This design comes from an exercise in tuning for small area on the open sky130 flow, not from production work.
Function was checked by simulation only, so behaviour that the tests miss may differ from the original.
Power and IR drop assume default switching activity.

**design/flow/flow/run.sh**
```bash
#!/bin/bash
set -euo pipefail
cd "$(dirname "$0")/.."
bash standard.sh \
  "BUFFER_PORTS_ARGS=-buffer_cell sky130_fd_sc_hd__buf_1" \
  "CTS_ARGS=-sink_clustering_enable -repair_clock_nets -dont_use_dummy_load -buf_list sky130_fd_sc_hd__clkbuf_4 -sink_clustering_size 10 -sink_clustering_max_diameter 50" \
  finish > flow_standard.log 2>&1
```
**design/flow/standard.sh**
```bash
#!/bin/bash
# synth_recipe.tcl (not shown) runs the flow's synth.tcl, then flattens the netlist and writes it again
# the make line also repeats each setting of config.mk as NAME=value (left out here)
make -C /OpenROAD-flow-scripts/flow DESIGN_CONFIG=/design/flow/config.mk WORK_HOME=/design/flow/orfs CLKGATE_MAP_FILE= SYNTH_SCRIPT=/design/flow/synth_recipe.tcl "${@:-finish}"
```
**design/flow/config.mk**
```make
export PLATFORM = sky130hd
export DESIGN_NAME = isp_tile_packer
export DESIGN_NICKNAME = isp_tile_packer
export VERILOG_FILES = /design/flow/design.v
export SDC_FILE = /design/flow/constraint.sdc
export NUM_CORES = 4
export LEC_CHECK = 0
export CAP_MARGIN = 0
export CORE_MARGIN = 2
export CORE_UTILIZATION = 40
export SLEW_MARGIN = 0
```
**design/flow/constraint.sdc**
```tcl
create_clock -name core_clock -period 6.0 [get_ports {clk}]
set_input_delay 1.2000 -clock core_clock [delete_from_list [all_inputs] [get_ports {clk}]]
set_output_delay 1.2000 -clock core_clock [all_outputs]
set_load 0.01 [all_outputs]
```
**design/flow/design.v**
```verilog
module isp_tile_packer #(
  parameter int IMGW_WIDTH     = 11,
  parameter int IMGH_WIDTH     = 11,
  parameter int PIX_WIDTH      = 24,
  parameter int LANES          = 32,
  parameter int ISP_DATA_WIDTH = 768,
  parameter int ISP_ADDR_WIDTH = 10
) (
  input  logic                      clk,
  input  logic                      rst_n,
  input  logic [IMGW_WIDTH-1:0]     img_width_i,
  input  logic [IMGH_WIDTH-1:0]     img_height_i,
  input  logic                      top_start_i,
  input  logic                      pix_vld_i,
  output logic                      pix_rdy_o,
  input  logic [PIX_WIDTH-1:0]      pix_dat_i,
  input  logic                      pix_sof_i,
  input  logic                      pix_eol_i,
  input  logic                      isp_rdy_i,
  output logic                      isp_resp_o,
  output logic                      isp_wen_o,
  output logic [ISP_ADDR_WIDTH-1:0] isp_waddr_o,
  output logic [ISP_DATA_WIDTH-1:0] isp_wdata_o,
  output logic                      isp_done_o,
  output logic                      busy_o,
  output logic                      frame_done_o,
  output logic                      err_o
);
  localparam int BUF_W = (LANES - 1) * PIX_WIDTH;
  localparam logic [32*5-1:0] LANE_CODE = {
    5'd16,
    5'd8,
    5'd20,
    5'd10,
    5'd21,
    5'd26,
    5'd29,
    5'd14,
    5'd23,
    5'd27,
    5'd13,
    5'd6,
    5'd3,
    5'd17,
    5'd24,
    5'd28,
    5'd30,
    5'd31,
    5'd15,
    5'd7,
    5'd19,
    5'd25,
    5'd12,
    5'd22,
    5'd11,
    5'd5,
    5'd18,
    5'd9,
    5'd4,
    5'd2,
    5'd1,
    5'd0
  };
  typedef enum logic [1:0] {IDLE = 2'b00, WAIT_RDY = 2'b10, FILL = 2'b11, DONE = 2'b01} state_e;
  state_e                    state_q, state_d;
  logic [5:0]                tiles_q;       
  logic [IMGH_WIDTH-1:0]     lines_left_q;
  logic [4:0]                lane_q;        
  logic [4:0]                tile_q;        
  logic [4:0]                row_q;         
  logic                      first_q;       
  logic [BUF_W-1:0]          lane_buf_q;
  logic [PIX_WIDTH-1:0]      lane31_q;
  logic                      wen_q;
  logic                      done_q;
  logic [5:0] tiles_in;
  logic [5:0] tile_inc;
  logic       start_ok;
  logic       xfer;
  logic       last_lane;
  logic       last_tile;
  logic       last_col;
  logic       band_end;
  logic       lines_zero;
  assign tiles_in   = img_width_i[10:5];
  assign start_ok   = top_start_i && (state_q == IDLE) &&
                      (tiles_in != 6'd0) && (img_height_i != '0);
  assign pix_rdy_o  = (state_q == FILL);
  assign xfer       = pix_vld_i && pix_rdy_o;
  assign last_lane  = (lane_q == LANE_CODE[31*5 +: 5]);
  assign tile_inc   = {1'b0, tile_q} + 6'd1;
  assign last_tile  = (tile_inc == tiles_q);
  assign last_col   = last_lane && last_tile;
  assign lines_zero = (lines_left_q == '0);
  assign band_end   = xfer && last_col &&
                      ((&row_q) || (lines_left_q == IMGH_WIDTH'(1)));
  always_ff @(posedge clk or negedge rst_n) begin
    if (!rst_n) state_q <= IDLE;
    else        state_q <= state_d;
  end
  always_comb begin
    state_d = state_q;
    unique case (state_q)
      IDLE:     if (start_ok) state_d = WAIT_RDY;
      WAIT_RDY: if (isp_rdy_i) state_d = FILL;
      FILL:     if (band_end) state_d = DONE;
      DONE:     state_d = lines_zero ? IDLE : WAIT_RDY;
      default:  state_d = IDLE;
    endcase
  end
  assign isp_resp_o = (state_q == WAIT_RDY) && isp_rdy_i;
  assign busy_o     = (state_q != IDLE);
  always_ff @(posedge clk or negedge rst_n) begin
    if (!rst_n) begin
      wen_q  <= 1'b0;
      done_q <= 1'b0;
    end else begin
      wen_q  <= xfer && last_lane;
      done_q <= (state_q == DONE);
    end
  end
  always_ff @(posedge clk) begin
    if (start_ok) begin
      tiles_q      <= tiles_in;
      lines_left_q <= img_height_i;
      lane_q       <= '0;
      first_q      <= 1'b1;
    end else if (xfer) begin
      lane_q  <= {lane_q[3:0], lane_q[4] ^ lane_q[2] ^ (lane_q[3:0] == 4'd0)};
      first_q <= 1'b0;
      if (last_col) lines_left_q <= lines_left_q - IMGH_WIDTH'(1);
      if (lane_q == LANE_CODE[0 +: 5]) begin
        if (first_q) begin
          tile_q <= '0;
          row_q  <= '0;
        end else if (last_tile) begin
          tile_q <= '0;
          row_q  <= row_q + 5'd1;
        end else begin
          tile_q <= tile_inc[4:0];
        end
      end
    end
  end
  for (genvar l = 0; l < LANES - 1; l++) begin : g_lane
    logic ld, hold;
    assign ld   = pix_vld_i && (lane_q == LANE_CODE[l*5 +: 5]);
    assign hold = (lane_q != LANE_CODE[l*5 +: 5]);
    always_ff @(posedge clk) begin
      lane_buf_q[l*PIX_WIDTH +: PIX_WIDTH] <=
          (lane_buf_q[l*PIX_WIDTH +: PIX_WIDTH] & {PIX_WIDTH{hold}}) |
          (pix_dat_i & {PIX_WIDTH{ld}});
    end
  end
  always_ff @(posedge clk) begin
    lane31_q <= pix_dat_i;
  end
  assign isp_wen_o    = wen_q;
  assign isp_waddr_o  = {row_q, tile_q};
  assign isp_wdata_o  = {lane31_q, lane_buf_q};
  assign isp_done_o   = done_q;
  assign frame_done_o = done_q && lines_zero;
  logic err_q;
  always_ff @(posedge clk or negedge rst_n) begin
    if (!rst_n) begin
      err_q <= 1'b0;
    end else if (start_ok) begin
      err_q <= 1'b0;
    end else if (xfer) begin
      if ((pix_sof_i != first_q) || (pix_eol_i != last_col)) begin
        err_q <= 1'b1;
      end
    end
  end
  assign err_o = err_q;
  logic unused_inputs;
  assign unused_inputs = ^{img_width_i[4:0], pix_sof_i, pix_eol_i};
endmodule
```
==> run notes, run 1 <==
htree depth=3; Area after DPL=28600 um2; Worst setup SP type=flip-flop; CTS root buffer=clkbuf_4; CTS tree=built; internal reg-to-reg setup slack=3.01 ns; Setup TNS=0 ns; Max-slew headroom=19.2%; PortBufs=832; Avg Inst Size Synth=9.14 um2; min cycle time layout=3.39 ns; post-CTS setup buffers=0; Worst Path Buf+Inv=2; TritonCTS buffer count=93; Slew @ Worst Pin=1.21 ns; Compound-Gate Fraction of Synth Area=15.6%; syn nets=2810; Placed Cells=4207; grt ovf=0; number of global-route vias before repair=18500; Cell Pwr Density=596 nW/um2; Worst Path Required=4.80 ns; Ports=838; CTS Hold Bufs=0; pin count of the biggest net entering global routing=49; static leakage=12.4 nW; most frequent CP cell=and3_1; Reg2Reg Launch Point=lane_q[4]$_SDFFE_PP0P_; Slew Limit Fails=0; Mapped Area=25200 um2; clock sinks=806; latest clock arrival within the worst-skew pair=0.88 ns; status=timing/DRC/antenna clean; fin crit share=56.4%; YS warnings=1; Max-Cap Viols=0; setup violators final=0; most frequent cells in the layout=831 x buf_1, 785 x nand2_1, 774 x dfxtp_1; critical path launch point=lines_left_q[0]$_DFFE_PP_; final net count=3523; cell family with most CP delay=simple AND/OR/NAND/NOR gates; mux share of post-synthesis cell area=0%; GRT Util Overall=26.9%; layout cells sized above 1=4.56%; placed wire-length estimate=62800 um; Longest Clk Path Bufs=3; via count=20800; Cell variety after synth=41; Adder-Cell Fraction of Synth Area=0.249%; Residual DRC=0; fin area=29400 um2; Hold Path Class=input port to async pin; Synth Area in XOR/XNOR=0.731%; most common cell after layout, fill and taps aside=buf_1; EDFF count, synth=27; first-pass iteration count of the detailed router=6; Post-DRT Antenna Nets=0; DRT Wirelength=91200 um; Area Growth Syn to Fin=16.7%; DRT iter0 DRCs=1063; WP data arrival=2.19 ns; Slowest-stage cell, CP=edfxtp_1; Chip Height=255 um; Vias/cell=4.82; Setup Skew=0.0939 ns; Syn Inst Count=2752; FP Rows=91; Fmax=295 MHz; initial core utilization=40.6%; Synth Register Bits=806; final cell count without fillers=4311; crit end category=primary output; main combinational cell family by area after synthesis=compound AO/OA/AOI/OAI gates; CTS clk-pin slew, worst paths=0.11 ns; routed length per instance=21.1 um; total power=17.5 mW; sequential cell area fraction in the yosys report=65.3%; PostCTS Resize Cnt=0; die width=255 um; initial antenna violation count=10; core footprint=61900 um2; DIE AREA=64900 um2; FFs w/ async S/R, synth=0.620%; gp weighted congestion=0.824; Crit Path Class=flip-flop to primary output; RSZ-0062 raised after global routing=false; slowest cell delay on critical path=0.45 ns; final hold violation count=0; first-pass GRT wire length=128000 um; ys flop type=dfxtp_1; post-synthesis simple-gate area fraction=14.0%; Worst VDD drop=0.000289 V; worst-path cell chain=inv_1 -> ha_1 -> and3_1 -> and3_1 -> buf_1; crit path max fanout=5
[power breakdown]
group          switching [mW]  internal [mW]
logic                    4.19           1.81
registers                1.23           7.85
clock network            1.70          0.712
total                    7.13           10.4
[worst reg2reg max path: cells and delay by family, from the launching register on]
family | cells | cell delay, ns
simple gates | 2 | 0.89
compound gates | 1 | 0.83
flops | 1 | 0.90
[cell type report]
class / count / area, um2
Fill cell: 6271 / 32600
Multi-Input combinational cell: 1697 / 7790
Tap cell: 837 / 1050
Antenna cell: 11 / 27.5
Sequential cell: 806 / 16400
Timing Repair Buffer: 860 / 3330
Clock buffer: 93 / 698
Inverter: 7 / 26.3
[worst paths after layout]
| check | endpoint | cells past startpoint |
|---|---|---|
| worst max-delay path | frame_done_o | 5 |
| max in group asynchronous | done_q$_DFF_PN0_ | 1 |
| min in group core_clock | lane31_q[1]$_DFF_P_ | 1 |
| worst max register to register | lines_left_q[5]$_DFFE_PP_ | 3 |
| worst min register to register | lane_buf_q[650]$_DFF_P_ | 2 |
| worst min-delay path | state_q[0]$_DFFE_PN0P_ | 1 |
[through the flow]
step                setup WS, ns  util, %  hold WS (ns)
global route                2.42     47.4         0.148
CTS                         2.47     47.3         0.103
finish                      2.61     47.4         0.224
detailed placement          2.19     46.2         0.440
floorplan                   3.12        -         0.474
global placement            2.21     46.2         0.432
[flip-flops by register name (all words and copies together) (netlist names)]
register / cells
state_q: 2
lane31_q: 24
tile_q: 5
lane_q: 5
tiles_q: 6
done_q: 1
lane_buf_q: 744
err_q: 1
first_q: 1
row_q: 5
wen_q: 1
lines_left_q: 11
[cells by family (layout without fill, tap and decap cells)]
family,count (synthesis),after routing
AO/OA/AOI/OAI,775,775
adder cells (fa/ha/maj),5,5
XOR/XNOR,21,21
other,0,11
AND/OR/NAND/NOR,896,896
buffers and inverters,249,960
flip-flops,806,806
[layer usage]
layer / vias up / GRT usage [%] / part of all wire, % / routed length [um]
met3: 162 / 7.19 / 7.4 / 6760
met2: 698 / 46.2 / 49 / 44900
met5: - / 0 / 0.014 / 13
met1: 9540 / 31.5 / 40 / 36200
li1: 10400 / - / - / -
met4: 2 / 11.7 / 3.6 / 3300
[cells in the mapped netlist (all sizes together) (2+ instances only)]
cell type / n / share of area [%]
a21oi: 15 / 0.30
nor2: 33 / 0.49
dfrtp: 5 / 0.50
edfxtp: 27 / 3.2
o21a: 2 / 0.060
buf: 94 / 1.8
dfxtp: 774 / 62
a32oi: 2 / 0.070
nand2: 803 / 12
o211ai: 2 / 0.080
nor2b: 8 / 0.20
or3: 2 / 0.070
nand3: 17 / 0.34
clkbuf: 148 / 2.2
xnor2: 12 / 0.42
and3b: 2 / 0.070
nor3: 5 / 0.12
and2b: 2 / 0.060
o31ai: 2 / 0.080
o21ai: 748 / 15
a211oi: 2 / 0.080
nor4: 5 / 0.12
ha: 5 / 0.25
nand4: 6 / 0.15
xor2: 9 / 0.31
and2: 3 / 0.075
inv: 7 / 0.10
and3: 7 / 0.18
==> inputs of run 2 (changes only) <==
==> design/flow/flow/run.sh (replaced) <==
#!/bin/bash
set -euo pipefail
cd "$(dirname "$0")/.."
bash standard.sh \
  "BUFFER_PORTS_ARGS=-buffer_cell sky130_fd_sc_hd__buf_1" \
  "CTS_ARGS=-sink_clustering_enable -repair_clock_nets -dont_use_dummy_load -buf_list sky130_fd_sc_hd__clkbuf_4 -sink_clustering_size 10 -sink_clustering_max_diameter 80" \
  finish > flow_standard.log 2>&1
==> run notes, run 2 <==
status=timing/DRC/antenna clean; initial core utilization=40.6%; CTS tree=built; Cell Pwr Density=596 nW/um2; Vias/cell=4.83; setup violators final=0; min cycle time layout=3.40 ns; WP data arrival=2.20 ns; Post-DRT Antenna Nets=0; CTS Hold Bufs=0; post-CTS setup buffers=0; number of cells on the worst reg-to-reg path=3; Synth Register Bits=806; Layout Utilization=47.3%; fin worst setup slack=2.60 ns; RSZ-0062 raised after global routing=false; htree depth=3; Reg2Reg Launch Point=lane_q[4]$_SDFFE_PP0P_; die width=255 um; placed wire-length estimate=62800 um; grt ovf=0; EDFF count, synth=27; cell family with most CP delay=simple AND/OR/NAND/NOR gates; final cell count without fillers=4304; Max-slew headroom=24.6%; routed length per instance=21.1 um; slowest cell delay on critical path=0.44 ns; most frequent CP cell=and3_1; pre-CTS setup slack=2.19 ns; worst-path cell chain=inv_1 -> ha_1 -> and3_1 -> and3_1 -> buf_1; initial antenna violation count=8; minimum hold slack=0.218 ns; PortBufs=832; count leader, synth=nand2_1; Slowest-stage cell, CP=edfxtp_1; layout cells sized above 1=4.48%; syn nets=2810; top cells by area, synth=dfxtp_1 62%, o21ai_0 14%, nand2_1 12%; Chip Height=255 um; Cell variety after synth=41; Avg Inst Size Synth=9.14 um2; latest clock arrival within the worst-skew pair=0.88 ns; area share of the largest cell type after synthesis=61.6%; DRT iter0 DRCs=1186; CTS root buffer=clkbuf_4; FF+latch area=16400 um2; fin area=29300 um2; Synth area leader=dfxtp_1; first-pass GRT wire length=127000 um; Ports=838; Hold Path Class=input port to async pin; Slew @ Worst Pin=1.13 ns; Placed Cells=4207; GRT Util Overall=26.8%; DIE AREA=64900 um2; Setup Skew=0.0541 ns; core footprint=61900 um2; ys flop type=dfxtp_1; final hold violation count=0; Syn Inst Count=2752; number of global-route vias before repair=18500; Fmax=295 MHz; total power=17.5 mW; TritonCTS buffer count=90; pin count of the biggest net entering global routing=49; FFs w/ async S/R, synth=0.620%; clock sinks=806; crit path max fanout=5; Crit Path Class=flip-flop to primary output; Residual DRC=0; Worst Path Required=4.80 ns; max reg flops=744; Setup TNS=0 ns; Area after DPL=28600 um2; Worst VDD drop=0.000290 V; fin crit share=56.6%; Longest Clk Path Bufs=3; most frequent cells in the layout=831 x buf_1, 785 x nand2_1, 774 x dfxtp_1; final net count=3520; internal reg-to-reg setup slack=2.91 ns; top flop regs=lane_buf_q x744, lane31_q x24, lines_left_q x11; Worst Path Buf+Inv=2; via count=20800; Synth top cells by count=803 x nand2_1, 774 x dfxtp_1, 723 x o21ai_0; first-pass iteration count of the detailed router=5; Slew Limit Fails=0; PostCTS Resize Cnt=0; static leakage=12.4 nW; Area Growth Syn to Fin=16.5%; CTS clk-pin slew, worst paths=0.11 ns; Mapped Area=25200 um2; sequential cell area fraction in the yosys report=65.3%; DRT Wirelength=91000 um; Max-Cap Viols=0; YS warnings=1; FP Rows=91; gp weighted congestion=0.824; Worst setup SP type=flip-flop; area occupied by multi-input gates=7790 um2; crit end category=primary output; Biggest register=lane_buf_q; Reg2Reg Capture Point=lines_left_q[6]$_DFFE_PP_; Fillers=6247; most common cell after layout, fill and taps aside=buf_1
-- run 2: cell count changes in the layout (fill, tap and decap cells not counted), sizes merged --
cell    before  now
diode       11    7
clkbuf      94   91
-- run 2: how the worst max path moves through the flow --
| stage | start | to | slack, ns | depth (start not counted) |
|---|---|---|---|---|
| after floorplan | pix_vld_i | lines_left_q[0]$_DFFE_PP_ | 3.12 | 5 |
| after global placement | pix_vld_i | lines_left_q[7]$_DFFE_PP_ | 2.21 | 4 |
| after detailed placement | pix_vld_i | lines_left_q[7]$_DFFE_PP_ | 2.19 | 4 |
| after CTS | lines_left_q[0]$_DFFE_PP_ | frame_done_o | 2.49 | 5 |
| after global routing | lines_left_q[0]$_DFFE_PP_ | frame_done_o | 2.45 | 5 |
| final | lines_left_q[0]$_DFFE_PP_ | frame_done_o | 2.60 | 5 |
-- run 2: cell families (layout without fill, tap and decap cells) --
kind of cell,Yosys count,count (layout),share of synthesized area [%]
XOR/XNOR,21,21,0.731
other,0,7,0
AO/OA/AOI/OAI,775,775,15.6
adder cells (fa/ha/maj),5,5,0.249
buffers and inverters,249,957,4.15
AND/OR/NAND/NOR,896,896,14.0
flip-flops,806,806,65.3
-- run 2: where the power goes --
| group | switching [mW] | internal [mW] |
|---|---|---|
| Combinational | 4.20 | 1.81 |
| Sequential | 1.23 | 7.85 |
| Clock | 1.69 | 0.689 |
| Total | 7.11 | 10.4 |
-- run 2: final cells by class --
type                       count  area share, %
sequential                   806           56.0
inverter                       7         0.0896
antenna                        7         0.0597
timing repair buffer         860           11.4
tap                          837           3.57
multi-input combinational   1697           26.6
clock buffer                  90           2.30
-- run 2: routing by layer --
layer | GRT usage [%] | vias to the layer above | wire (um)
li1 | - | 10400 | -
met3 | 7.47 | 184 | 6900
met4 | 13.0 | 0 | 4210
met2 | 45.8 | 730 | 44000
met1 | 31.0 | 9468 | 35800
met5 | 0 | - | 0
==> inputs of run 3 (changes only) <==
==> design/flow/flow/run.sh (replaced) <==
#!/bin/bash
set -euo pipefail
cd "$(dirname "$0")/.."
bash standard.sh \
  "BUFFER_PORTS_ARGS=-buffer_cell sky130_fd_sc_hd__buf_1" \
  "CTS_ARGS=-sink_clustering_enable -repair_clock_nets -dont_use_dummy_load -buf_list sky130_fd_sc_hd__clkbuf_4 -sink_clustering_size 10 -sink_clustering_max_diameter 60" \
  finish > flow_standard.log 2>&1
==> run notes, run 3 <==
status=timing/DRC/antenna clean; TritonCTS buffer count=91; WP data arrival=2.17 ns; Biggest register=lane_buf_q; Avg Inst Size Synth=9.14 um2; crit path max fanout=5; static leakage=12.4 nW; Ports=838; DIE AREA=64900 um2; Max-slew headroom=22.9%; worst-path cell chain=inv_1 -> ha_1 -> and3_1 -> and3_1 -> buf_1; DRT iter0 DRCs=1129; top cells by area, synth=dfxtp_1 62%, o21ai_0 14%, nand2_1 12%; crit end category=primary output; EDFF count, synth=27; pre-CTS setup slack=2.19 ns; Synth Register Bits=806; Cell Pwr Density=595 nW/um2; first-pass iteration count of the detailed router=5; placed wire-length estimate=62800 um; Slew @ Worst Pin=1.15 ns; Residual DRC=0; first-pass GRT wire length=128000 um; DRT Wirelength=91000 um; max reg flops=744; most frequent CP cell=and3_1; Crit Path Class=flip-flop to primary output; Worst VDD drop=0.000288 V; GRT Util Overall=26.9%; cell family with most CP delay=simple AND/OR/NAND/NOR gates; PostCTS Resize Cnt=0; Area Growth Syn to Fin=16.6%; core footprint=61900 um2; initial antenna violation count=9; slowest cell delay on critical path=0.45 ns; Slowest-stage cell, CP=edfxtp_1; Worst Path Buf+Inv=2; post-CTS setup buffers=0; setup violators final=0; Worst setup SP type=flip-flop; FFs w/ async S/R, synth=0.620%; PortBufs=832; most common cell after layout, fill and taps aside=buf_1; Syn Inst Count=2752; RSZ-0062 raised after global routing=false; most frequent cells in the layout=831 x buf_1, 785 x nand2_1, 774 x dfxtp_1; Mapped Area=25200 um2; number of global-route vias before repair=18500; Worst Path Required=4.80 ns; syn nets=2810; CTS clk-pin slew, worst paths=0.11 ns; ys flop type=dfxtp_1; fin worst setup slack=2.63 ns; Longest Clk Path Bufs=3; FP Rows=91; YS warnings=1; Fmax=296 MHz; CTS tree=built; final hold violation count=0; die width=255 um; via count=20800; sequential cell area fraction in the yosys report=65.3%; CTS root buffer=clkbuf_4; Fillers=6257; CTS Hold Bufs=0; gp weighted congestion=0.824; Slew Limit Fails=0; top flop regs=lane_buf_q x744, lane31_q x24, lines_left_q x11; htree depth=3; routed length per instance=21.1 um; pin count of the biggest net entering global routing=49; number of cells on the worst reg-to-reg path=3; Vias/cell=4.83; Chip Height=255 um; fin crit share=56.2%; Setup TNS=0 ns; min cycle time layout=3.37 ns; latest clock arrival within the worst-skew pair=0.87 ns; layout cells sized above 1=4.51%; Post-DRT Antenna Nets=0; area share of the largest cell type after synthesis=61.6%; initial core utilization=40.6%; Cell variety after synth=41; grt ovf=0; minimum hold slack=0.223 ns; total power=17.5 mW; count leader, synth=nand2_1; Layout Utilization=47.4%; Setup Skew=0.114 ns; Synth top cells by count=803 x nand2_1, 774 x dfxtp_1, 723 x o21ai_0; clock sinks=806; Hold Path Class=input port to async pin; Crit path depth=5; Max-Cap Viols=0; Synth area leader=dfxtp_1; final net count=3521
run 3: worst register-to-register path, stage by stage, from the launching register on:
cell and delay [ns]:
dfxtp_1 0.89, nor3b_2 0.68, nand3_1 0.25, o21ai_1 0.83
run 3: where the power goes:
part	internal, mW	leakage, nW	switching, mW
logic	1.81	5.20	4.19
clock network	0.697	0.419	1.69
registers	7.85	6.79	1.23
total	10.4	12.4	7.11
run 3: cell type report:
cell class              count  area, um2  share of cell area [%]
flip-flops and latches    806      16400                    56.0
repair buffers            860       3330                    11.4
multi-input cells        1697       7790                    26.6
clock buffers              91        683                    2.33
diodes                      9       22.5                  0.0768
well taps                 837       1050                    3.57
inverters                   7       26.3                  0.0896
run 3: layer usage:
layer  up-vias  track usage [%]  wire length (um)
met5         -                0                 0
met4         0             11.7              3220
met3       156             7.26              6960
met2       747             46.3             44900
met1      9499             31.5             35900
li1      10400                -                 -
run 3: final timing paths:
| kind | startpoint | to | slack, ns |
|---|---|---|---|
| setup reg to reg | lane_q[4]$_SDFFE_PP0P_ | lines_left_q[5]$_DFFE_PP_ | 3.02 |
| min in group core_clock | lane_buf_q[650]$_DFF_P_ | lane_buf_q[650]$_DFF_P_ | 0.45 |
| hold reg to reg | lane_buf_q[650]$_DFF_P_ | lane_buf_q[650]$_DFF_P_ | 0.45 |
| max in group asynchronous | rst_n | state_q[0]$_DFFE_PN0P_ | 5.54 |
| hold / removal | rst_n | state_q[1]$_DFFE_PN0P_ | 0.22 |
| setup / recovery | lines_left_q[0]$_DFFE_PP_ | frame_done_o | 2.63 |
run 3: cells by family (layout without fill, tap and decap cells):
family                   count (synthesis)  in the layout  synth area share (%)
XOR/XNOR                                21             21                 0.731
buffers and inverters                  249            958                  4.15
AND/OR/NAND/NOR                        896            896                  14.0
AO/OA/AOI/OAI                          775            775                  15.6
flip-flops                             806            806                  65.3
adder cells (fa/ha/maj)                  5              5                 0.249
other                                    0              9                     0
run 3: metrics by stage:
step                instance area [um2]  cells
global route                      29300   4304
global placement                  28600   4207
finish                            29300   4307
detailed placement                28600   4207
floorplan                         25200   2752
CTS                               29300   4298

afterwards: timing with drivers on the ports:
The results above use ideal ports. As a check the final layouts listed here were re-extracted and re-timed, cells and wires unchanged.
Step 1: set_driving_cell puts a clkbuf_16 on clk and a buf_2 on each other input, an assumption about the parent block.
Step 2 times the ports against the registers' clock, not the clock port: input delays grow and output delays shrink by t, the midpoint of the rising clock arrivals with the driver on.
a / b / c = no drivers / after step 1 / after step 2; a / b = the first two.
| run | t (ns) | setup slack, ns | latest minus earliest clock arrival (ns) | pins driven straight from the clock port |
|---|---|---|---|---|
| run 1 | 0.891 | 2.615 / 2.554 / 2.186 | 0.101 / 0.101 | 1 |
| run 2 | 0.897 | 2.605 / 2.544 / 2.177 | 0.080 / 0.080 | 1 |
| run 3 | 0.876 | 2.626 / 2.565 / 2.177 | 0.114 / 0.114 | 1 |
After both steps every run listed still meets setup and hold. For run 3, which loses most, drivers alone change the setup slack by -0.061 ns; drivers and shift together by -0.449 ns.
